Background: an optimization exercise with open tools, aiming at a short achievable clock period and few clock cycles. Do not read the settings as production practice. In this exercise RTL edits were held to simulation tests only and were not proved equivalent to the original. Power figures rest on the tool's default switching activity, not on a simulated workload.

===== design/flow/config.mk =====
export PLATFORM = sky130hd
export DESIGN_NAME = mipsPipe
export DESIGN_NICKNAME = mipsPipe
export VERILOG_FILES = /design/flow/design.v
export SDC_FILE = /design/flow/constraint.sdc
export NUM_CORES = 4
export LEC_CHECK = 0
export CAP_MARGIN = 20
export CORE_MARGIN = 2
export CORE_UTILIZATION = 40
export SETUP_SLACK_MARGIN = 5
export SLEW_MARGIN = 20
export TNS_END_PERCENT = 100

===== design/flow/design.v =====
package mipsPipePkg;
    typedef enum logic [5:0] {
        opRtype = 6'b000000,
        opBeq   = 6'b000100,
        opAddi  = 6'b001000,
        opLw    = 6'b100011,
        opSw    = 6'b101011
    } opcodeT;
    typedef enum logic [5:0] {
        fnAdd = 6'b100000,
        fnSub = 6'b100010,
        fnAnd = 6'b100100,
        fnOr  = 6'b100101,
        fnSlt = 6'b101010
    } functT;
    typedef enum logic [2:0] {
        aluAnd = 3'b000,
        aluOr  = 3'b001,
        aluAdd = 3'b010,
        aluSub = 3'b110,
        aluSlt = 3'b111
    } aluCtrlT;
    typedef enum logic [1:0] {
        fromRegFile   = 2'b00,
        fromWriteback = 2'b01,
        fromMemory    = 2'b10
    } forwardSelT;
endpackage
`timescale 1ns/1ps
module regFile (
    input  logic                         clk,
    input  logic                         writeEnable,
    input  logic [5-1:0]   readAddr1,
    input  logic [5-1:0]   readAddr2,
    input  logic [5-1:0]   writeAddr,
    input  logic [32-1:0]       writeData,
    output logic [32-1:0]       readData1,
    output logic [32-1:0]       readData2
);
    logic [32-1:0] regs [1:2**(5)-1];
    always_ff @(posedge clk) begin
        if (writeEnable && writeAddr != '0) begin
            regs[writeAddr] <= writeData;
        end
    end
    assign readData1 = (readAddr1 == '0) ? '0 : regs[readAddr1];
    assign readData2 = (readAddr2 == '0) ? '0 : regs[readAddr2];
endmodule
`timescale 1ns/1ps
module dataMem (
    input  logic                     clk,
    input  logic [64-1:0]   writeEnable,    
    input  logic [64-1:0]   readSelect,     
    input  logic [32-1:0]   writeData,
    output logic [32-1:0]   readData
);
    logic [32-1:0] mem [64];
    always_comb begin
        readData = '0;
        for (int k = 0; k < 64; k++) begin
            readData = readData | ({32{readSelect[k]}} & mem[k]);
        end
    end
    always_ff @(posedge clk) begin
        for (int k = 0; k < 64; k++) begin
            if (writeEnable[k]) begin
                mem[k] <= writeData;
            end
        end
    end
endmodule
`timescale 1ns/1ps
module fastAdd #(
    parameter int W = 32
) (
    input  logic [W-1:0] a,
    input  logic [W-1:0] b,
    input  logic [W-1:0] aC,
    input  logic [W-1:0] bC,
    input  logic         cin,
    output logic [W-1:0] sum,
    output logic         cout
);
    localparam int L = $clog2(W);
    logic [L:0][W-1:0] g, p;
    assign g[0] = (aC & bC) | {{(W-1){1'b0}}, (aC[0] | bC[0]) & cin};
    assign p[0] = aC | bC;
    for (genvar l = 1; l <= L; l++) begin : gLevel
        for (genvar i = 0; i < W; i++) begin : gBit
            if (i >= (1 << (l - 1))) begin : gCombine
                assign g[l][i] = g[l-1][i] | (p[l-1][i] & g[l-1][i - (1 << (l - 1))]);
                assign p[l][i] = p[l-1][i] & p[l-1][i - (1 << (l - 1))];
            end else begin : gPass
                assign g[l][i] = g[l-1][i];
                assign p[l][i] = p[l-1][i];
            end
        end
    end
    assign sum  = a ^ b ^ {g[L][W-2:0], cin};
    assign cout = g[L][W-1];
endmodule
`timescale 1ns/1ps
module mipsPipe (
    input  logic                     clk,
    input  logic                     reset,
    input  logic [32-1:0]   instrF,
    output logic [32-1:0]   pcF,
    output logic                     memWrite,
    output logic [32-1:0]   dataAdr,
    output logic [32-1:0]   writeData
);
    localparam int DW = 32;
    localparam int PW = 32 - 2;    
    localparam int RW = 5;
    localparam int IW = $clog2(64);
    logic [PW-1:0] pcW;           
    logic [PW-1:0] pcWn;          
    logic [PW-1:0] pcOutW;        
    logic [PW-1:0] pcPlus1F, targetF, pcNextF;
    logic [5:0]    opF, fnF;
    logic [RW-1:0] rsF, rtF, rdF, dstF;
    logic [15:0]   immF;
    logic [PW-1:0] immExtF;
    logic          isRF, isAddiF, isLwF, isSwF, isBeqF;
    logic          useAF, useBF, wrF, predF, stallF;
    logic [DW-1:0] rd1F, rd2F;
    logic          vE, killE, wrE, ldE, stE, brE, predE;
    logic [RW-1:0] dstE;
    logic          selAMsE, selAMdE, selAMlE, selAWE;
    logic          selBMsE, selBMdE, selBMlE, selBWE, immSelE;
    logic          nAMsE, nAMdE, nAMlE, nAWE, nARE;
    logic          nBMsE, nBMdE, nBMlE, nBWE, nBRE;
    logic          opAddE, opSubE, opAndE, opOrE, opSltE;
    logic [DW-1:0] rd1E, rd2E, immE;
    logic [PW-1:0] pcPlus1E, targetE, redirectE;
    logic          liveE, takenE, mispE;
    logic          wrM, ldM, opAddM, opSubM, wrW;
    logic [RW-1:0] dstM, dstW;
    logic [DW-1:0] sumM, diffM, logM, aluOutM;
    logic [DW-1:0] writeDataM, readDataM, resultM, resultW;
    logic [DW-1:0] dataAdrOut, writeDataOut;
    logic          memWriteOut;
    assign pcF = {pcOutW, 2'b00};
    assign opF  = instrF[31:26];
    assign rsF  = instrF[25:21];
    assign rtF  = instrF[20:16];
    assign rdF  = instrF[15:11];
    assign fnF  = instrF[5:0];
    assign immF = instrF[15:0];
    assign immExtF = {{(PW-16){immF[15]}}, immF};
    assign isRF    = (opF == 6'b000000);
    assign isAddiF = (opF == 6'b001000);
    assign isLwF   = (opF == 6'b100011);
    assign isSwF   = (opF == 6'b101011);
    assign isBeqF  = (opF == 6'b000100);
    assign dstF  = isRF ? rdF : rtF;
    assign wrF   = (isRF | isAddiF | isLwF) && (dstF != '0);
    assign useAF = isRF | isAddiF | isLwF | isSwF | isBeqF;
    assign useBF = isRF | isSwF | isBeqF;
    assign stallF = ldE && !killE &&
                    ((useAF && rsF == dstE) || (useBF && rtF == dstE));
    assign predF    = isBeqF && (rsF == rtF || immF[15]);
    assign pcPlus1F = pcW + 1'b1;
    fastAdd #(.W(PW)) targetAdd (
        .a    (pcW),
        .b    (immExtF),
        .aC   (pcOutW),
        .bC   (immExtF),
        .cin  (1'b1),
        .sum  (targetF),
        .cout ()
    );
    always_comb begin
        if (mispE) begin
            pcNextF = redirectE;
        end else if (predF && !stallF) begin
            pcNextF = targetF;
        end else if (stallF) begin
            pcNextF = pcW;
        end else begin
            pcNextF = pcPlus1F;
        end
    end
    always_ff @(posedge clk or posedge reset) begin
        if (reset) begin
            pcWn <= '1;
        end else begin
            pcWn <= ~pcNextF;
        end
    end
    assign pcW = ~pcWn;
    always_ff @(posedge clk or posedge reset) begin
        if (reset) begin
            pcOutW <= '0;
        end else begin
            pcOutW <= pcNextF;
        end
    end
    logic [DW-1:0] rf1F, rf2F;
    regFile regFileInst (
        .clk         (clk),
        .writeEnable (wrW),
        .readAddr1   (rsF),
        .readAddr2   (rtF),
        .writeAddr   (dstW),
        .writeData   (resultW),
        .readData1   (rf1F),
        .readData2   (rf2F)
    );
    assign rd1F = (wrW && dstW == rsF) ? resultW : rf1F;
    assign rd2F = (wrW && dstW == rtF) ? resultW : rf2F;
    always_ff @(posedge clk or posedge reset) begin
        if (reset) begin
            vE    <= 1'b0;
            killE <= 1'b0;
            wrE   <= 1'b0;
            ldE   <= 1'b0;
            stE   <= 1'b0;
            brE   <= 1'b0;
        end else begin
            vE    <= !stallF;
            killE <= mispE;
            wrE   <= !stallF & wrF;
            ldE   <= !stallF & wrF & isLwF;
            stE   <= !stallF & isSwF;
            brE   <= !stallF & isBeqF;
        end
    end
    logic fromEAF, fromEBF, fromMAF, fromMBF, logicE;
    assign logicE  = opAndE | opOrE | opSltE;
    assign fromEAF = wrE && !killE && dstE == rsF;
    assign fromEBF = wrE && !killE && dstE == rtF;
    assign fromMAF = wrM && dstM == rsF;
    assign fromMBF = wrM && dstM == rtF;
    always_ff @(posedge clk) begin
        predE    <= predF;
        pcPlus1E <= pcPlus1F;
        targetE  <= targetF;
        dstE     <= dstF;
        selAMsE  <= fromEAF && opAddE;
        selAMdE  <= fromEAF && opSubE;
        selAMlE  <= fromEAF && logicE;
        selAWE   <= !fromEAF && fromMAF;
        nAMsE    <= !(fromEAF && opAddE);
        nAMdE    <= !(fromEAF && opSubE);
        nAMlE    <= !(fromEAF && logicE);
        nAWE     <= !(!fromEAF && fromMAF);
        nARE     <= fromEAF || fromMAF;
        selBMsE  <= fromEBF && opAddE;
        selBMdE  <= fromEBF && opSubE;
        selBMlE  <= fromEBF && logicE;
        selBWE   <= !fromEBF && fromMBF;
        nBMsE    <= !(fromEBF && opAddE);
        nBMdE    <= !(fromEBF && opSubE);
        nBMlE    <= !(fromEBF && logicE);
        nBWE     <= !(!fromEBF && fromMBF);
        nBRE     <= fromEBF || fromMBF;
        immSelE  <= !isRF;
        opSubE   <= isRF && fnF == 6'b100010;
        opAndE   <= isRF && fnF == 6'b100100;
        opOrE    <= isRF && fnF == 6'b100101;
        opSltE   <= isRF && fnF == 6'b101010;
        opAddE   <= !(isRF && (fnF == 6'b100010 || fnF == 6'b100100 ||
                               fnF == 6'b100101 || fnF == 6'b101010));
        rd1E     <= rd1F;
        rd2E     <= rd2F;
        immE     <= {{(DW-16){immF[15]}}, immF};
    end
    logic [DW-1:0] srcAE, fwdBE, srcBE, srcACE, fwdBCE, srcBCE;
    logic [DW-1:0] sumE, diffE, logE;
    logic          borrowE, carryE, eqE;
    always_comb begin
        srcAE  = selAMsE ? sumM : selAMdE ? diffM : selAMlE ? logM :
                 selAWE ? resultW : rd1E;
        fwdBE  = selBMsE ? sumM : selBMdE ? diffM : selBMlE ? logM :
                 selBWE ? resultW : rd2E;
        srcACE = ({DW{!nAMsE}} & sumM) | ({DW{!nAMdE}} & diffM) |
                 ({DW{!nAMlE}} & logM) | ({DW{!nAWE}} & resultW) |
                 ({DW{!nARE}} & rd1E);
        fwdBCE = ({DW{!nBMsE}} & sumM) | ({DW{!nBMdE}} & diffM) |
                 ({DW{!nBMlE}} & logM) | ({DW{!nBWE}} & resultW) |
                 ({DW{!nBRE}} & rd2E);
    end
    assign srcBE  = immSelE ? immE : fwdBE;
    assign srcBCE = ({DW{immSelE}} & immE) | ({DW{!immSelE}} & fwdBCE);
    assign eqE    = (srcAE == fwdBE);
    fastAdd #(.W(DW)) sumAdd (
        .a    (srcAE),
        .b    (srcBE),
        .aC   (srcACE),
        .bC   (srcBCE),
        .cin  (1'b0),
        .sum  (sumE),
        .cout ()
    );
    fastAdd #(.W(DW)) diffAdd (
        .a    (srcAE),
        .b    (~fwdBE),
        .aC   (srcACE),
        .bC   (~fwdBCE),
        .cin  (1'b1),
        .sum  (diffE),
        .cout (carryE)
    );
    assign borrowE = ~carryE;    
    always_comb begin
        logE = ({DW{opAndE}} & (srcACE & fwdBCE))
             | ({DW{opOrE}}  & (srcACE | fwdBCE))
             | ({DW{opSltE}} & {{(DW-1){1'b0}}, borrowE});
    end
    assign liveE     = vE && !killE;
    assign takenE    = brE && eqE;
    assign mispE     = liveE && (predE != takenE);
    assign redirectE = predE ? pcPlus1E : targetE;
    logic [7:0]             addrLowE;
    logic [64-1:0] rselM;          
    logic [64-1:0] weM;
    fastAdd #(.W(8)) addrAdd (
        .a    (srcAE[7:0]),
        .b    (srcBE[7:0]),
        .aC   (srcACE[7:0]),
        .bC   (srcBCE[7:0]),
        .cin  (1'b0),
        .sum  (addrLowE),
        .cout ()
    );
    always_ff @(posedge clk or posedge reset) begin
        if (reset) begin
            wrM         <= 1'b0;
            ldM         <= 1'b0;
            memWriteOut <= 1'b0;
        end else begin
            wrM         <= wrE && !killE;
            ldM         <= ldE && !killE;
            memWriteOut <= stE && !killE;
        end
    end
    always_ff @(posedge clk) begin
        for (int k = 0; k < 64; k++) begin
            weM[k] <= !reset && stE && !killE && addrLowE[IW+1:2] == k[IW-1:0];
        end
    end
    always_ff @(posedge clk or posedge reset) begin
        if (reset) begin
            dataAdrOut   <= '0;
            writeDataOut <= '0;
        end else begin
            dataAdrOut   <= sumE;
            writeDataOut <= fwdBE;
        end
    end
    always_ff @(posedge clk) begin
        dstM       <= dstE;
        opAddM     <= opAddE;
        opSubM     <= opSubE;
        sumM       <= sumE;
        diffM      <= diffE;
        logM       <= logE;
        writeDataM <= fwdBE;
        for (int k = 0; k < 64; k++) begin
            rselM[k] <= addrLowE[IW+1:2] == k[IW-1:0];
        end
    end
    assign memWrite  = memWriteOut;
    assign dataAdr   = dataAdrOut;
    assign writeData = writeDataOut;
    dataMem dataMemInst (
        .clk         (clk),
        .writeEnable (weM),
        .readSelect  (rselM),
        .writeData   (writeDataM),
        .readData    (readDataM)
    );
    assign aluOutM = opAddM ? sumM : opSubM ? diffM : logM;
    assign resultM = ldM ? readDataM : aluOutM;
    always_ff @(posedge clk) begin
        resultW <= resultM;
        dstW    <= dstM;
    end
    always_ff @(posedge clk or posedge reset) begin
        if (reset) begin
            wrW <= 1'b0;
        end else begin
            wrW <= wrM;
        end
    end
endmodule

===== design/flow/run.sh =====
#!/bin/bash
# synth_recipe.tcl (not shown) runs the flow's synth.tcl, then flattens the netlist and writes it again
# the make line also repeats each setting of config.mk as NAME=value (left out here)
make -C /OpenROAD-flow-scripts/flow DESIGN_CONFIG=/design/flow/config.mk WORK_HOME=/design/flow/orfs CLKGATE_MAP_FILE= SYNTH_SCRIPT=/design/flow/synth_recipe.tcl finish

===== design/flow/constraint.sdc =====
create_clock -name core_clock -period 8.0 [get_ports {clk}]
set_input_delay 1.6000 -clock core_clock [delete_from_list [all_inputs] [get_ports {clk}]]
set_output_delay 1.6000 -clock core_clock [all_outputs]
set_load 0.01 [all_outputs]

==> results of run 1 <==
==> sequential cells by signal (all words and copies together) (netlist names), 32 cells and up <==
signal            count
dataAdrOut           32
dataMemInst.mem    2048
diffM                32
logM                 32
rd1E                 32
rd2E                 32
regFileInst.regs    992
resultW              32
rselM                64
sumM                 32
weM                  64
writeDataM           32
writeDataOut         32
==> report_power, final <==
| part | internal, mW | total, mW | leakage (nW) | switching (mW) |
|---|---|---|---|---|
| Combinational | 2.87 | 7.59 | 19.7 | 4.72 |
| Sequential | 22.1 | 23.7 | 32.8 | 1.59 |
| Clock | 10.1 | 17.7 | 6.04 | 7.65 |
| Total | 35.0 | 49.0 | 58.5 | 14.0 |
==> what timing repair did <==
| item | in CTS | in global routing |
|---|---|---|
| endpoints found under the setup margin | 547 | 461 |
| gates cloned | 33 | 9 |
| hold endpoints to repair | 0 | 0 |
| pin swaps | 284 | 146 |
| gates resized for setup | 1265 | 333 |
| buffers inserted | 324 | 125 |
==> layout by cell type (no fill, tap or decap), drive strengths merged, types with 139 or more instances in the layout <==
master / n
clkinv: 150
nand2: 376
a221oi: 162
mux4: 426
clkbuf: 505
a21oi: 301
dfxtp: 470
nand3: 145
a22o: 144
mux2: 163
mux2i: 287
nor2: 334
nand4: 167
inv: 152
a22oi: 692
o21ai: 231
xnor2: 139
edfxtp: 3040
buf: 898
==> layout make-up <==
cell class	instances	area, µm²	share of cell area, %
Timing Repair inverter	1	8.76	0.00494
Clock inverter	200	1980	1.12
Inverter	146	689	0.389
Antenna cell	72	180	0.102
Tap cell	4794	6000	3.38
Clock buffer	493	10300	5.82
Sequential cell	3644	104000	59.0
Multi-Input combinational cell	4698	43600	24.6
Timing Repair Buffer	951	9970	5.63
==> critical path: stages <==
cell     delay [ns]
buf_12         0.11
o31ai_4        0.26
a31oi_2        0.14
maj3_2         0.43
maj3_2         0.34
maj3_2         0.32
maj3_2         0.33
maj3_2         0.33
maj3_2         0.32
xnor2_2        0.14
nand2_1        0.09
nand2_2        0.07
xor2_2         0.15
mux2_4         0.26
==> per-stage QoR <==
stage | cell area, µm² | power, mW | hold WS, ns
2_1_floorplan | 148000 | 26.2 | 0.351
3_3_place_gp | 155000 | 29.3 | 0.383
3_5_place_dp | 155000 | 29.4 | 0.386
4_1_cts | 174000 | 48.0 | 0.361
5_1_grt | 177000 | 49.8 | 0.368
6_report | 177000 | 49.0 | 0.352
==> routing by layer <==
| metal | vias up | global-route usage, % |
|---|---|---|
| li1 | 38400 | - |
| met1 | 53100 | 40.9 |
| met2 | 10000 | 49.0 |
| met3 | 2583 | 11.9 |
| met4 | 22 | 22.5 |
| met5 | - | 0 |
==> logic make-up after synthesis <==
logic type / Yosys count
and+or+nand+nor: 1464
adders and majority gates: 45
AOI/OAI and AO/OA: 2068
buffers and inverters: 721
DFF: 3644
muxes: 876
other: 1
xor gates and xnor gates: 239
==> cell usage after synthesis (144+ instances only) <==
| library cell | instances | share of area [%] |
|---|---|---|
| o21ai_0 | 225 | 0.77 |
| mux2_2 | 162 | 1.2 |
| nor2_1 | 333 | 0.86 |
| a221oi_1 | 161 | 0.96 |
| dfxtp_1 | 470 | 6.4 |
| a22o_1 | 144 | 0.86 |
| clkbuf_1 | 433 | 1.1 |
| mux4_2 | 426 | 6.6 |
| nand2_1 | 376 | 0.97 |
| mux2i_1 | 287 | 2.0 |
| a21oi_1 | 300 | 1.0 |
| nand4_1 | 167 | 0.71 |
| nand3_1 | 144 | 0.49 |
| edfxtp_1 | 3040 | 62 |
| a22oi_1 | 692 | 3.6 |
==> worst paths after layout <==
check,endpoint,slack (ns),cells after the start
max reg2reg,diffM[31],4.08,16
max,pcOutW[9],3.94,14
min,opSubM,0.35,0
min reg2reg,opSubM,0.35,0
max in group asynchronous,pcOutW[0],5.36,4
min in group asynchronous,pcOutW[16],1.17,3
==> qor.yml, run 1 <==
worstMarginPinSlew_ns: 1.36
status: "complete, no violations"
avgSynthCellArea_um2: 16.1
arrival_ns: 4.90
antenna_found_initial: 60
ir_drop_mv: 0.214
wire_per_inst_um: 42.6
wl_mm: 639
drtPass1Iterations: 10
period_share_pct: 50.7
dp_hpwl_mm: 346
rsz0062_at_grt: "yes"
initial_core_util_pct: 40.3
wl_met3_mm: 99.2
cts-root-buf: "clkbuf_16"
synth-async-reset-ratio_pct: 3.68
gp_congestion: 0.936
synth_top_family_by_area: "compound AO/OA/AOI/OAI gates"
clock_latency_ns: 1.02
ys_ff_latch: 3644
wl_met1_mm: 211
ys.flop_type: "edfxtp_1"
crit_required_ns: 8.84
syn_area_mm2: 0.146
pin_count: 131
min-delay-start: "opSubE"
slew_headroom_pct: 9.63
n_fill_cell: 29900
yosysUniqueCellTypes: 91
cts_tree: "built"
core_area_mm2: 0.363
synth_xor_area_share_pct: 1.43
final_cells: 15000
start_kind: "input port"
hold_viol: 0
drive_gt1_share_pct: 29.5
clock_skew_ns: 0.142
grt_overflow: 0
cts-hold-fix-buffers: 0
timing.setup.tns_ns: 0
track_usage_pct: 33.2
grt_pass1_vias: 97400
wl_met2_mm: 273
yosys.area_share.simple_pct: 4.91
initialDrtViolationCount: 18900
worst_setup_path_end_kind: "register"
grt_pass1_wl_mm: 841
highest_layer: "met5"
setup_ws_ns: 3.94
dpl.cell_count: 13700
critPathKind: "input port to register"
clkSinkCount: 3644
rows: 221
cts_buffers: 373
io_buffers: 128
cap_violations: 0
synth_fa_ha_area_share_pct: 0.318
reg2reg_from: "nBMdE"
area_delta_synth_final_pct: 21.3
grt_max_degree: 69
path_clk_slew_ns: 0.06
synthCells: 9058
power_density_mw_per_mm2: 276
setup-violations-final: 0
final.min_clock_period_ns: 4.06
synth_mux_area_share_pct: 9.79
vias: 104000
drv_slew: 0
dieArea_mm2: 0.370
htreeDepth: 5
drtAntennaViolNets: 0
leakagePower_nw: 58.5
ys_seq_area_share_pct: 71.2
die_h_um: 608
route.detailed.drc: 0
clk_path_buf_depth: 4
startpoint: "instrF[0]"
cp_max_fo: 4
die_w_um: 608
pre_cts_ws_ns: 2.18
hold_path.class: "register to register"
yosysWarnings: 4
nNetsFinal: 9850
fin_util_pct: 48.8
fmax_mhz: 246
synth-edff-count: 3040
via_per_inst: 6.94
synth-compound-area-share_pct: 10.4
Testbench counts, summed over its fixed seeds: cycles 62,712.
==> run 2, diff against run 1 <==
--- a/design/flow/design.v
+++ b/design/flow/design.v
@@ -126,17 +126,15 @@
     logic [DW-1:0] rd1F, rd2F;
     logic          vE, killE, wrE, ldE, stE, brE, predE;
     logic [RW-1:0] dstE;
-    logic          selAMsE, selAMdE, selAMlE, selAWE;
-    logic          selBMsE, selBMdE, selBMlE, selBWE, immSelE;
-    logic          nAMsE, nAMdE, nAMlE, nAWE, nARE;
-    logic          nBMsE, nBMdE, nBMlE, nBWE, nBRE;
+    logic          selAMsE, selAMoE, selBMsE, selBMoE, selDMsE, selDMoE;
+    logic          nAMsE, nAMoE, nARE, nBMsE, nBMoE, nBRE;
     logic          opAddE, opSubE, opAndE, opOrE, opSltE;
-    logic [DW-1:0] rd1E, rd2E, immE;
+    logic [DW-1:0] rd1E, rd2E, opBE;
     logic [PW-1:0] pcPlus1E, targetE, redirectE;
     logic          liveE, takenE, mispE;
-    logic          wrM, ldM, opAddM, opSubM, wrW;
+    logic          wrM, ldM, opAddM, wrW;
     logic [RW-1:0] dstM, dstW;
-    logic [DW-1:0] sumM, diffM, logM, aluOutM;
+    logic [DW-1:0] sumM, otherM, aluOutM;
     logic [DW-1:0] writeDataM, readDataM, resultM, resultW;
     logic [DW-1:0] dataAdrOut, writeDataOut;
     logic          memWriteOut;
@@ -207,8 +205,18 @@
         .readData1   (rf1F),
         .readData2   (rf2F)
     );
-    assign rd1F = (wrW && dstW == rsF) ? resultW : rf1F;
-    assign rd2F = (wrW && dstW == rtF) ? resultW : rf2F;
+    logic fromEAF, fromEBF, fromMAF, fromMBF, fromWAF, fromWBF, useRtF;
+    logic [DW-1:0] opBF;
+    assign fromEAF = wrE && !killE && dstE == rsF;
+    assign fromEBF = wrE && !killE && dstE == rtF;
+    assign fromMAF = wrM && dstM == rsF;
+    assign fromMBF = wrM && dstM == rtF;
+    assign fromWAF = wrW && dstW == rsF;
+    assign fromWBF = wrW && dstW == rtF;
+    assign rd1F = fromMAF ? resultM : fromWAF ? resultW : rf1F;
+    assign rd2F = fromMBF ? resultM : fromWBF ? resultW : rf2F;
+    assign useRtF = isRF | isBeqF;
+    assign opBF   = useRtF ? rd2F : {{(DW-16){immF[15]}}, immF};
     always_ff @(posedge clk or posedge reset) begin
         if (reset) begin
             vE    <= 1'b0;
@@ -226,36 +234,23 @@
             brE   <= !stallF & isBeqF;
         end
     end
-    logic fromEAF, fromEBF, fromMAF, fromMBF, logicE;
-    assign logicE  = opAndE | opOrE | opSltE;
-    assign fromEAF = wrE && !killE && dstE == rsF;
-    assign fromEBF = wrE && !killE && dstE == rtF;
-    assign fromMAF = wrM && dstM == rsF;
-    assign fromMBF = wrM && dstM == rtF;
     always_ff @(posedge clk) begin
         predE    <= predF;
         pcPlus1E <= pcPlus1F;
         targetE  <= targetF;
         dstE     <= dstF;
         selAMsE  <= fromEAF && opAddE;
-        selAMdE  <= fromEAF && opSubE;
-        selAMlE  <= fromEAF && logicE;
-        selAWE   <= !fromEAF && fromMAF;
+        selAMoE  <= fromEAF && !opAddE;
         nAMsE    <= !(fromEAF && opAddE);
-        nAMdE    <= !(fromEAF && opSubE);
-        nAMlE    <= !(fromEAF && logicE);
-        nAWE     <= !(!fromEAF && fromMAF);
-        nARE     <= fromEAF || fromMAF;
-        selBMsE  <= fromEBF && opAddE;
-        selBMdE  <= fromEBF && opSubE;
-        selBMlE  <= fromEBF && logicE;
-        selBWE   <= !fromEBF && fromMBF;
-        nBMsE    <= !(fromEBF && opAddE);
-        nBMdE    <= !(fromEBF && opSubE);
-        nBMlE    <= !(fromEBF && logicE);
-        nBWE     <= !(!fromEBF && fromMBF);
-        nBRE     <= fromEBF || fromMBF;
-        immSelE  <= !isRF;
+        nAMoE    <= !(fromEAF && !opAddE);
+        nARE     <= fromEAF;
+        selBMsE  <= useRtF && fromEBF && opAddE;
+        selBMoE  <= useRtF && fromEBF && !opAddE;
+        nBMsE    <= !(useRtF && fromEBF && opAddE);
+        nBMoE    <= !(useRtF && fromEBF && !opAddE);
+        nBRE     <= useRtF && fromEBF;
+        selDMsE  <= fromEBF && opAddE;
+        selDMoE  <= fromEBF && !opAddE;
         opSubE   <= isRF && fnF == 6'b100010;
         opAndE   <= isRF && fnF == 6'b100100;
         opOrE    <= isRF && fnF == 6'b100101;
@@ -264,26 +259,21 @@
                                fnF == 6'b100101 || fnF == 6'b101010));
         rd1E     <= rd1F;
         rd2E     <= rd2F;
-        immE     <= {{(DW-16){immF[15]}}, immF};
+        opBE     <= opBF;
     end
-    logic [DW-1:0] srcAE, fwdBE, srcBE, srcACE, fwdBCE, srcBCE;
-    logic [DW-1:0] sumE, diffE, logE;
+    logic [DW-1:0] srcAE, srcBE, srcACE, srcBCE, fwdDE;
+    logic [DW-1:0] sumE, diffE, logE, otherE;
     logic          borrowE, carryE, eqE;
     always_comb begin
-        srcAE  = selAMsE ? sumM : selAMdE ? diffM : selAMlE ? logM :
-                 selAWE ? resultW : rd1E;
-        fwdBE  = selBMsE ? sumM : selBMdE ? diffM : selBMlE ? logM :
-                 selBWE ? resultW : rd2E;
-        srcACE = ({DW{!nAMsE}} & sumM) | ({DW{!nAMdE}} & diffM) |
-                 ({DW{!nAMlE}} & logM) | ({DW{!nAWE}} & resultW) |
+        srcAE  = selAMsE ? sumM : selAMoE ? otherM : rd1E;
+        srcBE  = selBMsE ? sumM : selBMoE ? otherM : opBE;
+        srcACE = ({DW{!nAMsE}} & sumM) | ({DW{!nAMoE}} & otherM) |
                  ({DW{!nARE}} & rd1E);
-        fwdBCE = ({DW{!nBMsE}} & sumM) | ({DW{!nBMdE}} & diffM) |
-                 ({DW{!nBMlE}} & logM) | ({DW{!nBWE}} & resultW) |
-                 ({DW{!nBRE}} & rd2E);
-    end
-    assign srcBE  = immSelE ? immE : fwdBE;
-    assign srcBCE = ({DW{immSelE}} & immE) | ({DW{!immSelE}} & fwdBCE);
-    assign eqE    = (srcAE == fwdBE);
+        srcBCE = ({DW{!nBMsE}} & sumM) | ({DW{!nBMoE}} & otherM) |
+                 ({DW{!nBRE}} & opBE);
+        fwdDE  = selDMsE ? sumM : selDMoE ? otherM : rd2E;
+    end
+    assign eqE = (srcAE == srcBE);
     fastAdd #(.W(DW)) sumAdd (
         .a    (srcAE),
         .b    (srcBE),
@@ -295,18 +285,19 @@
     );
     fastAdd #(.W(DW)) diffAdd (
         .a    (srcAE),
-        .b    (~fwdBE),
+        .b    (~srcBE),
         .aC   (srcACE),
-        .bC   (~fwdBCE),
+        .bC   (~srcBCE),
         .cin  (1'b1),
         .sum  (diffE),
         .cout (carryE)
     );
     assign borrowE = ~carryE;    
     always_comb begin
-        logE = ({DW{opAndE}} & (srcACE & fwdBCE))
-             | ({DW{opOrE}}  & (srcACE | fwdBCE))
+        logE = ({DW{opAndE}} & (srcACE & srcBCE))
+             | ({DW{opOrE}}  & (srcACE | srcBCE))
              | ({DW{opSltE}} & {{(DW-1){1'b0}}, borrowE});
+        otherE = opSubE ? diffE : logE;
     end
     assign liveE     = vE && !killE;
     assign takenE    = brE && eqE;
@@ -346,17 +337,15 @@
             writeDataOut <= '0;
         end else begin
             dataAdrOut   <= sumE;
-            writeDataOut <= fwdBE;
+            writeDataOut <= fwdDE;
         end
     end
     always_ff @(posedge clk) begin
         dstM       <= dstE;
         opAddM     <= opAddE;
-        opSubM     <= opSubE;
         sumM       <= sumE;
-        diffM      <= diffE;
-        logM       <= logE;
-        writeDataM <= fwdBE;
+        otherM     <= otherE;
+        writeDataM <= fwdDE;
         for (int k = 0; k < 64; k++) begin
             rselM[k] <= addrLowE[IW+1:2] == k[IW-1:0];
         end
@@ -371,7 +360,7 @@
         .writeData   (writeDataM),
         .readData    (readDataM)
     );
-    assign aluOutM = opAddM ? sumM : opSubM ? diffM : logM;
+    assign aluOutM = opAddM ? sumM : otherM;
     assign resultM = ldM ? readDataM : aluOutM;
     always_ff @(posedge clk) begin
         resultW <= resultM;
==> run 2 against run 1 <==
Still clean on timing, DRC and antenna. Final area shrank 0.43%. Count of clock-buffer cells in the layout shrank 1. Worst setup slack gained 0.080 ns. Clock skew shrank 0.021 ns. Flip-flop and latch count shrank 24.
==> qor.yml, run 2 <==
arrival_ns: 4.87
slew_headroom_pct: 9.09
rsz0062_at_grt: "yes"
clk_path_buf_depth: 4
cp_max_fo: 4
htreeDepth: 5
initial_core_util_pct: 40.2
final_cell_mix: "edfxtp_1 (3040), a22oi_1 (640), mux4_2 (576), buf_4 (523), clkbuf_16 (403)"
reg.largest.list: "dataMemInst.mem x2048, regFileInst.regs x992"
pre_cts_ws_ns: 2.12
start_kind: "input port"
synth-edff-count: 3040
p_seq_share_pct: 49.4
rows: 219
drtPass1Iterations: 10
synth-async-reset-ratio_pct: 3.70
grt_max_degree: 65
critPathKind: "input port to register"
wire_per_inst_um: 42.4
dieArea_mm2: 0.363
cts-root-buf: "clkbuf_16"
largest_reg_flops: 2048
worst_path_max_delay_cell: "a221o_1"
yosys.area.top_type: "edfxtp_1"
via_per_inst: 6.87
route.detailed.drc: 0
synthCells: 8319
synthTopCellsByArea: "edfxtp_1 (64%), mux4_2 (9.1%), dfxtp_1 (6.2%)"
timing.setup.tns_ns: 0
worst_setup_path_end_kind: "register"
leakagePower_nw: 57.6
fin_util_pct: 49.5
worstMarginPinSlew_ns: 1.35
path_clk_slew_ns: 0.07
avgSynthCellArea_um2: 17.2
final_common_cell: "edfxtp_1"
ys.flop_type: "edfxtp_1"
worstRegToRegCells: 12
ir_drop_mv: 0.201
largest-register: "dataMemInst.mem"
antenna_found_initial: 37
drive_gt1_share_pct: 32.7
pin_count: 131
gp_congestion: 0.939
cts_buffers: 363
comb_power_share_pct: 15.2
pwr-share-clk_pct: 35.4
area_delta_synth_final_pct: 23.2
drv_slew: 0
yosysWarnings: 4
yosysUniqueCellTypes: 98
grt_pass1_vias: 91500
final_cells: 14200
syn_area_mm2: 0.143
status: "complete, no violations"
synthMostInstantiatedCell: "edfxtp_1"
cp_cell_sequence: "buf_12 -> o31ai_4 -> a31oi_2 -> maj3_2 -> a221o_1 -> maj3_2 -> buf_4 -> buf_6 -> maj3_2 -> maj3_2 -> xor2_2 -> nor2_2 -> a211oi_2 -> xnor2_1 -> mux2_2"
p_switching_mw: 13.6
hold_path.class: "register to register"
clock_latency_ns: 1.02
die_h_um: 602
io_buffers: 128
crit_top_cell: "maj3_2"
crit_path_max_incr_delay_ns: 0.38
cap_violations: 0
swShare_pct: 28.2
ys_seq_area_share_pct: 72.3
clkSinkCount: 3620
power_density_mw_per_mm2: 273
core_area_mm2: 0.356
setup_ws_ns: 4.02
hold_viol: 0
setup-violations-final: 0
dp_hpwl_mm: 310
grt_pass1_wl_mm: 793
crit_required_ns: 8.89
wl_mm: 604
netlist.area_leader.share_pct: 63.7
dpl.cell_count: 13000
nNetsFinal: 9194
drtAntennaViolNets: 0
die_w_um: 602
clock_skew_ns: 0.121
fmax_mhz: 251
synth_top_cells_by_count: "edfxtp_1 (3040), a22oi_1 (643), mux4_2 (576)"
whs_ns: 0.394
final.min_clock_period_ns: 3.98
p_int_mw: 34.6
hold_depth: 0
ys_ff_latch: 3620
period_share_pct: 49.8
cts_tree: "built"
initialDrtViolationCount: 19100
n_fill_cell: 28800
grt_overflow: 0
track_usage_pct: 32.1
vias: 97800
==> run 2: critical path: cells and delay by family <==
family	cells	cell delay, ns
AOI/OAI and AO/OA	4	0.94
xor gates and xnor gates	2	0.30
adders and majority gates	4	1.32
buffers and inverters	3	0.37
muxes	1	0.28
and+or+nand+nor	1	0.06
==> run 2: routing by layer <==
layer  up-vias  GRT usage [%]  wire, µm
met5         -          0.106       257
met4        32           19.7     46500
met3      2261           11.0     92600
met2      8892           47.7    263000
met1     50500           40.5    202000
li1      36100              -         -
==> run 2: stage by stage <==
step                total power, mW  cell area (µm²)
finish                         48.2           176000
global route                   49.0           176000
CTS                            47.1           172000
floorplan                      26.1           145000
global placement               29.1           153000
detailed placement             29.2           153000
==> run 2: what timing repair did <==
item | in CTS | in global routing
gates cloned | 87 | 26
hold buffers | 0 | 0
endpoints found under the setup margin | 670 | 570
endpoints found under the hold margin | 0 | 0
setup buffers | 306 | 156
pin swaps | 179 | 183
resized for setup | 1224 | 433
==> run 2: worst paths after layout <==
path                       startpoint                    end  slack (ns)
setup / recovery            instrF[0]             pcOutW[10]        4.02
hold / removal                 weM[4]  dataMemInst.mem[4][7]        0.39
setup reg to reg                nBMsE         dataAdrOut[21]        4.12
hold reg to reg                weM[4]  dataMemInst.mem[4][7]        0.39
max in group asynchronous       reset         dataAdrOut[30]        5.29
min in group asynchronous       reset         dataAdrOut[18]        1.12
==> run 2: logic make-up after synthesis <==
group | after synthesis | synth area share [%]
AND/OR/NAND/NOR | 1191 | 4.00
flip-flops | 3620 | 72.3
other | 1 | 0.00262
multiplexers | 907 | 11.5
buffers and inverters | 630 | 1.70
XOR/XNOR | 199 | 1.22
adder cells (fa/ha/maj) | 27 | 0.195
AO/OA/AOI/OAI | 1744 | 9.09
==> run 2: area by class of cell <==
type,instances,area [µm²],area share (%)
tap,4751,5940,3.37
clock buffer,492,10200,5.78
inverter,94,424,0.240
timing repair buffer,1002,12100,6.88
multi-input combinational,4076,42100,23.9
clock inverter,174,1530,0.868
sequential,3620,104000,58.9
antenna,32,80.1,0.0454
timing repair inverter,2,20.0,0.0113
==> run 2: power groups by stage <==
| stage | clock [mW] | sequential (mW) | combinational (mW) |
|---|---|---|---|
| 2_1_floorplan | 0 | 23.3 | 2.83 |
| 3_3_place_gp | 0 | 24.0 | 5.15 |
| 3_5_place_dp | 0 | 24.0 | 5.19 |
| 4_1_cts | 17.1 | 23.7 | 6.34 |
| 5_1_grt | 17.8 | 23.8 | 7.41 |
| 6_report | 17.1 | 23.8 | 7.32 |
Testbench counts of run 2, summed over its fixed seeds: cycles 62,712.
==> run 3, diff against run 2 <==
--- a/design/flow/config.mk
+++ b/design/flow/config.mk
@@ -7,7 +7,8 @@
 export LEC_CHECK = 0
 export CAP_MARGIN = 20
 export CORE_MARGIN = 2
-export CORE_UTILIZATION = 40
+export CORE_UTILIZATION = 55
+export PLACE_DENSITY = 0.65
 export SETUP_SLACK_MARGIN = 5
 export SLEW_MARGIN = 20
 export TNS_END_PERCENT = 100
==> run 3 against run 2 <==
Critical path type unchanged. Core utilization increased by 18 points. Still clean on timing, DRC and antenna. Critical endpoint is now pcOutW[23]. Global-route usage increased by 11 points. Highest routed layer unchanged. Final area decreased by 0.90%. Clock power about the same. Via count decreased by 0.13%. Largest cell class unchanged. Die area decreased by 27%. Count of clock-buffer cells in the layout decreased by 15.
==> qor.yml, run 3 <==
status: "complete, no violations"
drv_slew: 0
worstMarginPinSlew_ns: 1.32
initial_core_util_pct: 55.3
start_kind: "input port"
pin_count: 131
yosysUniqueCellTypes: 98
synth_top_cells_by_count: "edfxtp_1 (3040), a22oi_1 (643), mux4_2 (576)"
leakagePower_nw: 57.5
p_int_mw: 35.0
drive_gt1_share_pct: 32.2
drtAntennaViolNets: 0
cts-hold-fix-buffers: 0
seq_area_mm2: 0.104
netlist.area_leader.share_pct: 63.7
arrival_ns: 4.78
path_clk_slew_ns: 0.07
synth-async-reset-ratio_pct: 3.70
area_delta_synth_final_pct: 22.1
critPathKind: "input port to register"
nNetsFinal: 9154
hold_path.class: "register to register"
setup-violations-final: 0
grt_pass1_wl_mm: 772
die_h_um: 514
slew_headroom_pct: 11.2
synthCells: 8319
synthMostInstantiatedCell: "edfxtp_1"
cts_tree: "built"
htreeDepth: 5
swShare_pct: 27.9
cts-root-buf: "clkbuf_16"
avgSynthCellArea_um2: 17.2
crit_required_ns: 8.87
largest-register: "dataMemInst.mem"
grt_max_degree: 70
reg.largest.list: "dataMemInst.mem x2048, regFileInst.regs x992"
wl_mm: 582
p_switching_mw: 13.6
comb_power_share_pct: 16.0
period_share_pct: 48.9
synth-edff-count: 3040
clock_latency_ns: 0.97
grt_overflow: 0
pwr-share-clk_pct: 35.8
ys_seq_area_share_pct: 72.3
hold_viol: 0
worst_setup_path_end_kind: "register"
timing.setup.tns_ns: 0
cp_max_fo: 5
ir_drop_mv: 0.237
core_area_mm2: 0.259
clkSinkCount: 3620
track_usage_pct: 43.3
clock_skew_ns: 0.0950
die_w_um: 514
largest_reg_flops: 2048
io_buffers: 128
gp_congestion: 0.937
antenna_found_initial: 28
initialDrtViolationCount: 19200
whs_ns: 0.405
rsz0062_at_grt: "yes"
power_density_mw_per_mm2: 278
dp_hpwl_mm: 299
finalPower_mw: 48.6
final_common_cell: "edfxtp_1"
yosys.area.top_type: "edfxtp_1"
rows: 187
final.min_clock_period_ns: 3.91
via_per_inst: 7.60
ys_ff_latch: 3620
wire_per_inst_um: 45.2
final_cell_mix: "edfxtp_1 (3040), a22oi_1 (640), mux4_2 (576), buf_4 (473), clkbuf_16 (387)"
route.detailed.drc: 0
synthTopCellsByArea: "edfxtp_1 (64%), mux4_2 (9.1%), dfxtp_1 (6.2%)"
ys.flop_type: "edfxtp_1"
cap_violations: 0
dieArea_mm2: 0.265
clk_path_buf_depth: 4
n_fill_cell: 16700
yosysWarnings: 4
fmax_mhz: 256
drtPass1Iterations: 9
cts_buffers: 367
vias: 97700
grt_pass1_vias: 91300
multi_input_area_mm2: 0.0424
p_seq_share_pct: 48.2
syn_area_mm2: 0.143
run 3: cell types whose count changed in the layout (fill, tap and decap cells not counted), moves of 14 or more:
cell / before / now
a221oi_4: 42 / 56
buf_4: 523 / 473
a221oi_2: 36 / 18
buf_16: 86 / 103
buf_2: 41 / 58
a21oi_1: 167 / 153
dfrtp_1: 71 / 89
clkbuf_16: 403 / 387
dfrtp_2: 32 / 14
run 3: what timing repair did:
item / 4_1_cts / 5_1_grt
gates resized for setup: 1291 / 369
pin swaps: 223 / 134
endpoints found under the setup margin: 598 / 548
setup buffers: 325 / 101
cloned: 107 / 9
run 3: worst paths after layout:
path / end / from / slack (ns) / cells after the start
min in group asynchronous: writeDataOut[11] / reset / 1.19 / 3
setup / recovery: pcOutW[23] / instrF[0] / 4.09 / 15
hold reg to reg: dstM[0] / dstE[0] / 0.40 / 0
setup reg to reg: dataAdrOut[31] / nAMoE / 4.16 / 13
hold / removal: dstM[0] / dstE[0] / 0.40 / 0
max in group asynchronous: ldM / reset / 5.53 / 4
run 3: cell type report:
cell class	count	area share, %
multi-input combinational	4077	24.3
clock buffer	477	5.75
timing repair buffer	956	6.68
sequential	3620	59.4
antenna	28	0.0401
timing repair inverter	3	0.0236
tap	3402	2.43
inverter	94	0.247
clock inverter	197	1.13
run 3: logic make-up (layout without fill, tap and decap cells):
group,after synthesis,after routing,synth area share [%]
adder cells (fa/ha/maj),27,27,0.195
flip-flops,3620,3620,72.3
multiplexers,907,907,11.5
AO/OA/AOI/OAI,1744,1744,9.09
other,1,30,0.00262
AND/OR/NAND/NOR,1191,1198,4.00
buffers and inverters,630,1727,1.70
XOR/XNOR,199,199,1.22
run 3: critical path, cell delays in order:
cell      delay (ns)
buf_12          0.11
o31ai_4         0.28
a31oi_2         0.14
maj3_2          0.32
a221o_1         0.35
maj3_2          0.36
a211oi_4        0.26
o211a_1         0.25
nor3_4          0.08
buf_6           0.17
buf_6           0.13
and2_4          0.18
a22o_1          0.22
mux2i_1         0.14
and2_1          0.18
run 3: metal layers:
layer / part of all wire, % / up-vias / GRT usage (%)
met5: 0.062 / - / 0.292
met4: 8.4 / 20 / 27.8
met3: 17 / 2389 / 15.5
met2: 43 / 9571 / 62.1
met1: 32 / 49700 / 56.0
li1: - / 36100 / -
run 3: stage by stage:
stage | util [%] | worst slack [ns] | instances | area, µm²
after floorplan | - | 3.17 | 8320 | 145000
after global placement | 58.1 | 2.12 | 11600 | 151000
after detailed placement | 58.1 | 2.09 | 11600 | 151000
after CTS | 66.3 | 4.04 | 12700 | 172000
after global routing | 67.4 | 3.97 | 12800 | 175000
final | 67.5 | 4.09 | 12900 | 175000
run 3: power groups by stage:
stage	Combinational, mW	Sequential (mW)	Clock [mW]
2_1_floorplan	2.83	23.3	0
3_3_place_gp	5.35	23.7	0
3_5_place_dp	5.41	23.7	0
6_report	7.78	23.4	17.4
5_1_grt	7.85	23.5	18.0
4_1_cts	6.84	23.4	17.3
==> run 4, diff against run 3 <==
--- a/design/flow/design.v
+++ b/design/flow/design.v
@@ -116,13 +116,19 @@
     logic [PW-1:0] pcW;           
     logic [PW-1:0] pcWn;          
     logic [PW-1:0] pcOutW;        
-    logic [PW-1:0] pcPlus1F, targetF, pcNextF;
+    logic [PW-1:0] pcPlus1F, pcNextF;
     logic [5:0]    opF, fnF;
     logic [RW-1:0] rsF, rtF, rdF, dstF;
     logic [15:0]   immF;
     logic [PW-1:0] immExtF;
     logic          isRF, isAddiF, isLwF, isSwF, isBeqF;
-    logic          useAF, useBF, wrF, predF, stallF;
+    logic          useAF, useBF, wrF, hintF, predF, stallF;
+    localparam int NB = 4;
+    logic [NB-1:0]          btbValid, btbHitF;
+    logic [PW-1:0]          btbTag    [NB];
+    logic [PW-1:0]          btbTarget [NB];
+    logic [$clog2(NB)-1:0]  btbNext;
+    logic [PW-1:0]          predTargetF;
     logic [DW-1:0] rd1F, rd2F;
     logic          vE, killE, wrE, ldE, stE, brE, predE;
     logic [RW-1:0] dstE;
@@ -130,8 +136,8 @@
     logic          nAMsE, nAMoE, nARE, nBMsE, nBMoE, nBRE;
     logic          opAddE, opSubE, opAndE, opOrE, opSltE;
     logic [DW-1:0] rd1E, rd2E, opBE;
-    logic [PW-1:0] pcPlus1E, targetE, redirectE;
-    logic          liveE, takenE, mispE;
+    logic [PW-1:0] pcE, pcPlus1E, pcPlus1nE, immE, targetE, redirectE;
+    logic          hintE, liveE, takenE, mispE, btbFillE;
     logic          wrM, ldM, opAddM, wrW;
     logic [RW-1:0] dstM, dstW;
     logic [DW-1:0] sumM, otherM, aluOutM;
@@ -157,22 +163,21 @@
     assign useBF = isRF | isSwF | isBeqF;
     assign stallF = ldE && !killE &&
                     ((useAF && rsF == dstE) || (useBF && rtF == dstE));
-    assign predF    = isBeqF && (rsF == rtF || immF[15]);
+    assign hintF    = (rsF == rtF) || immF[15];
     assign pcPlus1F = pcW + 1'b1;
-    fastAdd #(.W(PW)) targetAdd (
-        .a    (pcW),
-        .b    (immExtF),
-        .aC   (pcOutW),
-        .bC   (immExtF),
-        .cin  (1'b1),
-        .sum  (targetF),
-        .cout ()
-    );
+    always_comb begin
+        predTargetF = '0;
+        for (int k = 0; k < NB; k++) begin
+            btbHitF[k] = btbValid[k] && btbTag[k] == pcW;
+            predTargetF = predTargetF | ({PW{btbHitF[k]}} & btbTarget[k]);
+        end
+        predF = |btbHitF;
+    end
     always_comb begin
         if (mispE) begin
             pcNextF = redirectE;
         end else if (predF && !stallF) begin
-            pcNextF = targetF;
+            pcNextF = predTargetF;
         end else if (stallF) begin
             pcNextF = pcW;
         end else begin
@@ -235,9 +240,12 @@
         end
     end
     always_ff @(posedge clk) begin
-        predE    <= predF;
-        pcPlus1E <= pcPlus1F;
-        targetE  <= targetF;
+        predE     <= predF;
+        hintE     <= hintF;
+        pcE       <= pcW;
+        pcPlus1E  <= pcPlus1F;
+        pcPlus1nE <= ~pcPlus1F;    
+        immE      <= immExtF;
         dstE     <= dstF;
         selAMsE  <= fromEAF && opAddE;
         selAMoE  <= fromEAF && !opAddE;
@@ -303,6 +311,31 @@
     assign takenE    = brE && eqE;
     assign mispE     = liveE && (predE != takenE);
     assign redirectE = predE ? pcPlus1E : targetE;
+    assign btbFillE  = liveE && brE && hintE && !predE;
+    fastAdd #(.W(PW)) targetAdd (
+        .a    (pcPlus1E),
+        .b    (immE),
+        .aC   (~pcPlus1nE),
+        .bC   (immE),
+        .cin  (1'b0),
+        .sum  (targetE),
+        .cout ()
+    );
+    always_ff @(posedge clk or posedge reset) begin
+        if (reset) begin
+            btbValid <= '0;
+            btbNext  <= '0;
+        end else if (btbFillE) begin
+            btbValid[btbNext] <= takenE;
+            btbNext           <= btbNext + takenE;
+        end
+    end
+    always_ff @(posedge clk) begin
+        if (btbFillE) begin
+            btbTag[btbNext]    <= pcE;
+            btbTarget[btbNext] <= targetE;
+        end
+    end
     logic [7:0]             addrLowE;
     logic [64-1:0] rselM;          
     logic [64-1:0] weM;
--- a/design/flow/config.mk
+++ b/design/flow/config.mk
@@ -7,8 +7,7 @@
 export LEC_CHECK = 0
 export CAP_MARGIN = 20
 export CORE_MARGIN = 2
-export CORE_UTILIZATION = 55
-export PLACE_DENSITY = 0.65
+export CORE_UTILIZATION = 40
 export SETUP_SLACK_MARGIN = 5
 export SLEW_MARGIN = 20
 export TNS_END_PERCENT = 100
==> run 4 against run 3 <==
Worst setup slack got worse by 0.080 ns. Routed wire length increased by 15%. Final cell count increased by 23%. Global-route usage decreased by 11 points. Clock skew increased by 0.073 ns.
==> qor.yml, run 4 <==
period_share_pct: 49.9
syn_area_mm2: 0.154
htreeDepth: 5
clkSinkCount: 3911
final_common_cell: "edfxtp_1"
grt_overflow: 0
drtAntennaViolNets: 0
setup_ws_ns: 4.01
via_per_inst: 6.80
yosysWarnings: 4
fin_area_mm2: 0.192
drv_slew: 0
track_usage_pct: 32.7
cts-hold-fix-buffers: 0
nNetsFinal: 10500
synthTopCellsByArea: "edfxtp_1 (64%), dfxtp_1 (6.4%), mux4_2 (6.3%)"
whs_ns: 0.407
ys.flop_type: "edfxtp_1"
rows: 227
grt_pass1_wl_mm: 872
slew_headroom_pct: 11.1
ir_drop_mv: 0.216
clock_skew_ns: 0.168
hold_path.class: "register to register"
pin_count: 131
cts_buffers: 396
place_area_mm2: 0.163
yosysUniqueCellTypes: 84
cts_tree: "built"
vias: 108000
route.detailed.drc: 0
synth-edff-count: 3280
wl_mm: 667
crit_required_ns: 8.88
dpl.cell_count: 14300
arrival_ns: 4.87
reg.largest.list: "dataMemInst.mem x2048, regFileInst.regs x992"
cap_violations: 0
worst_setup_path_end_kind: "register"
cp_max_fo: 11
path_clk_slew_ns: 0.06
rsz0062_at_grt: "yes"
die_w_um: 625
yosys.area.top_type: "edfxtp_1"
core_area_mm2: 0.383
area_delta_synth_final_pct: 24.7
status: "complete, no violations"
synthMostInstantiatedCell: "edfxtp_1"
final_cell_mix: "edfxtp_1 (3280), a22oi_1 (652), buf_4 (619), mux4_2 (430), clkbuf_16 (428)"
initialDrtViolationCount: 20100
fmax_mhz: 251
drtPass1Iterations: 8
largest-register: "dataMemInst.mem"
grt_pass1_vias: 99500
finalPower_mw: 50.4
fin_util_pct: 50.2
synth_top_cells_by_count: "edfxtp_1 (3280), a22oi_1 (690), dfxtp_1 (491)"
final_cells: 15800
ys_seq_area_share_pct: 72.6
largest_reg_flops: 2048
wire_per_inst_um: 42.2
avgSynthCellArea_um2: 16.4
dp_hpwl_mm: 345
critPathKind: "register to register"
final.min_clock_period_ns: 3.99
gp_congestion: 0.967
antenna_found_initial: 41
pre_cts_ws_ns: 2.63
ys_ff_latch: 3911
cts-root-buf: "clkbuf_16"
dieArea_mm2: 0.390
worstMarginPinSlew_ns: 1.33
hold_viol: 0
synth-async-reset-ratio_pct: 3.58
start_kind: "register"
setup-violations-final: 0
io_buffers: 128
die_h_um: 625
netlist.area_leader.share_pct: 63.9
synthCells: 9376
initial_core_util_pct: 40.2
timing.setup.tns_ns: 0
leakagePower_nw: 63.8
drive_gt1_share_pct: 31.1
power_density_mw_per_mm2: 262
clk_path_buf_depth: 4
grt_max_degree: 123
clock_latency_ns: 1.05
run 4: cell types whose count changed in the layout (fill, tap and decap cells not counted), sizes merged, moves of 88 or more:
cell / change
nand2: +172
xor2: +88
o21ai: +137
mux2i: +94
mux4: -146
edfxtp: +240
buf: +255
run 4: power breakdown:
part	leakage, nW	switching [mW]	internal [mW]	total (mW)
Clock	6.44	8.15	10.9	19.1
Combinational	22.3	4.05	2.56	6.60
Sequential	35.0	1.36	23.3	24.7
run 4: area by class of cell:
cell class | count | area [µm²]
diodes | 31 | 77.6
clock buffers | 527 | 10900
clock inverters | 201 | 2280
fillers | 30800 | 191000
inverters | 166 | 702
multi-input cells | 4719 | 45100
flip-flops and latches | 3911 | 112000
well taps | 5038 | 6300
repair buffers | 1228 | 14600
repair inverters | 5 | 47.5
run 4: cell families after synthesis:
group | Yosys count | synth area share [%]
AO/OA/AOI/OAI | 2028 | 9.77
XOR/XNOR | 337 | 1.91
adder cells (fa/ha/maj) | 37 | 0.253
buffers and inverters | 759 | 1.86
flip-flops | 3911 | 72.6
multiplexers | 850 | 9.11
other | 1 | 0.00243
AND/OR/NAND/NOR | 1453 | 4.54
run 4: what timing repair did:
| action | in CTS | in global routing |
|---|---|---|
| setup endpoints to repair | 792 | 529 |
| setup buffers | 482 | 201 |
| pin swaps | 312 | 256 |
| hold endpoints to repair | 0 | 0 |
| cloned | 80 | 24 |
| resized for setup | 1594 | 473 |
run 4: final timing paths:
check,cells after the start,slack (ns),endpoint,start
max,15,4.01,dataAdrOut[26],nBMoE
min,0,0.41,dstM[2],dstE[2]
max reg2reg,15,4.01,dataAdrOut[26],nBMoE
min reg2reg,0,0.41,dstM[2],dstE[2]
max in group asynchronous,3,5.64,ldM,reset
min in group asynchronous,2,1.01,dataAdrOut[4],reset
run 4: metal layers:
metal  vias up  wire (µm)  track usage, %
met2      9917     286000            48.4
li1      40200          -               -
met5         -        328               0
met4        36      56100            21.2
met3      2485     102000            10.7
met1     55000     223000            41.3
run 4: critical path, cell delays in order (launching register included):
cell and delay [ns]:
dfxtp_4 0.44, clkinv_4 0.21, a222oi_1 0.53, nor2_1 0.15, o21ai_1 0.42, nand3_1 0.26
o22a_1 0.30, o41ai_4 0.06, buf_6 0.18, o21ai_4 0.08, buf_6 0.14, maj3_2 0.33
a21oi_4 0.20, maj3_2 0.23, maj3_2 0.19, xor2_1 0.16
Testbench counts of run 4, summed over its fixed seeds: cycles 64,409.

## port drivers added, routing unchanged
The results above use ideal ports. As a check the final layouts listed here were re-extracted and re-timed, cells and wires unchanged.
Step 1 sets driving cells, clkbuf_16 on the clock port and buf_2 on the other inputs (assumed; they add their load-dependent delay and slew).
Step 2 also shifts input and output timing later by t, the mid clock arrival at the registers, as if the neighbouring blocks saw the same clock.
a / b / c = ideal / step 1 / step 2; a / b = the first two.
run	t (ns)	slack for setup (ns)	slew at the worst register clock pin (ns)	worst slew at a driven data input, ns
run 1	1.059	3.940 / 3.992 / 2.933	0.07 / 0.07	0.22
run 2	1.053	4.020 / 4.065 / 3.012	0.07 / 0.07	0.38
run 3	1.026	4.089 / 4.034 / 3.007	0.07 / 0.07	0.54
run 4	1.091	4.009 / 4.009 / 3.591	0.07 / 0.07	0.38
After both steps every run listed still meets setup and hold. The setup slack of run 3, which loses most, moves by -0.055 ns with the drivers and by -1.082 ns with both steps.
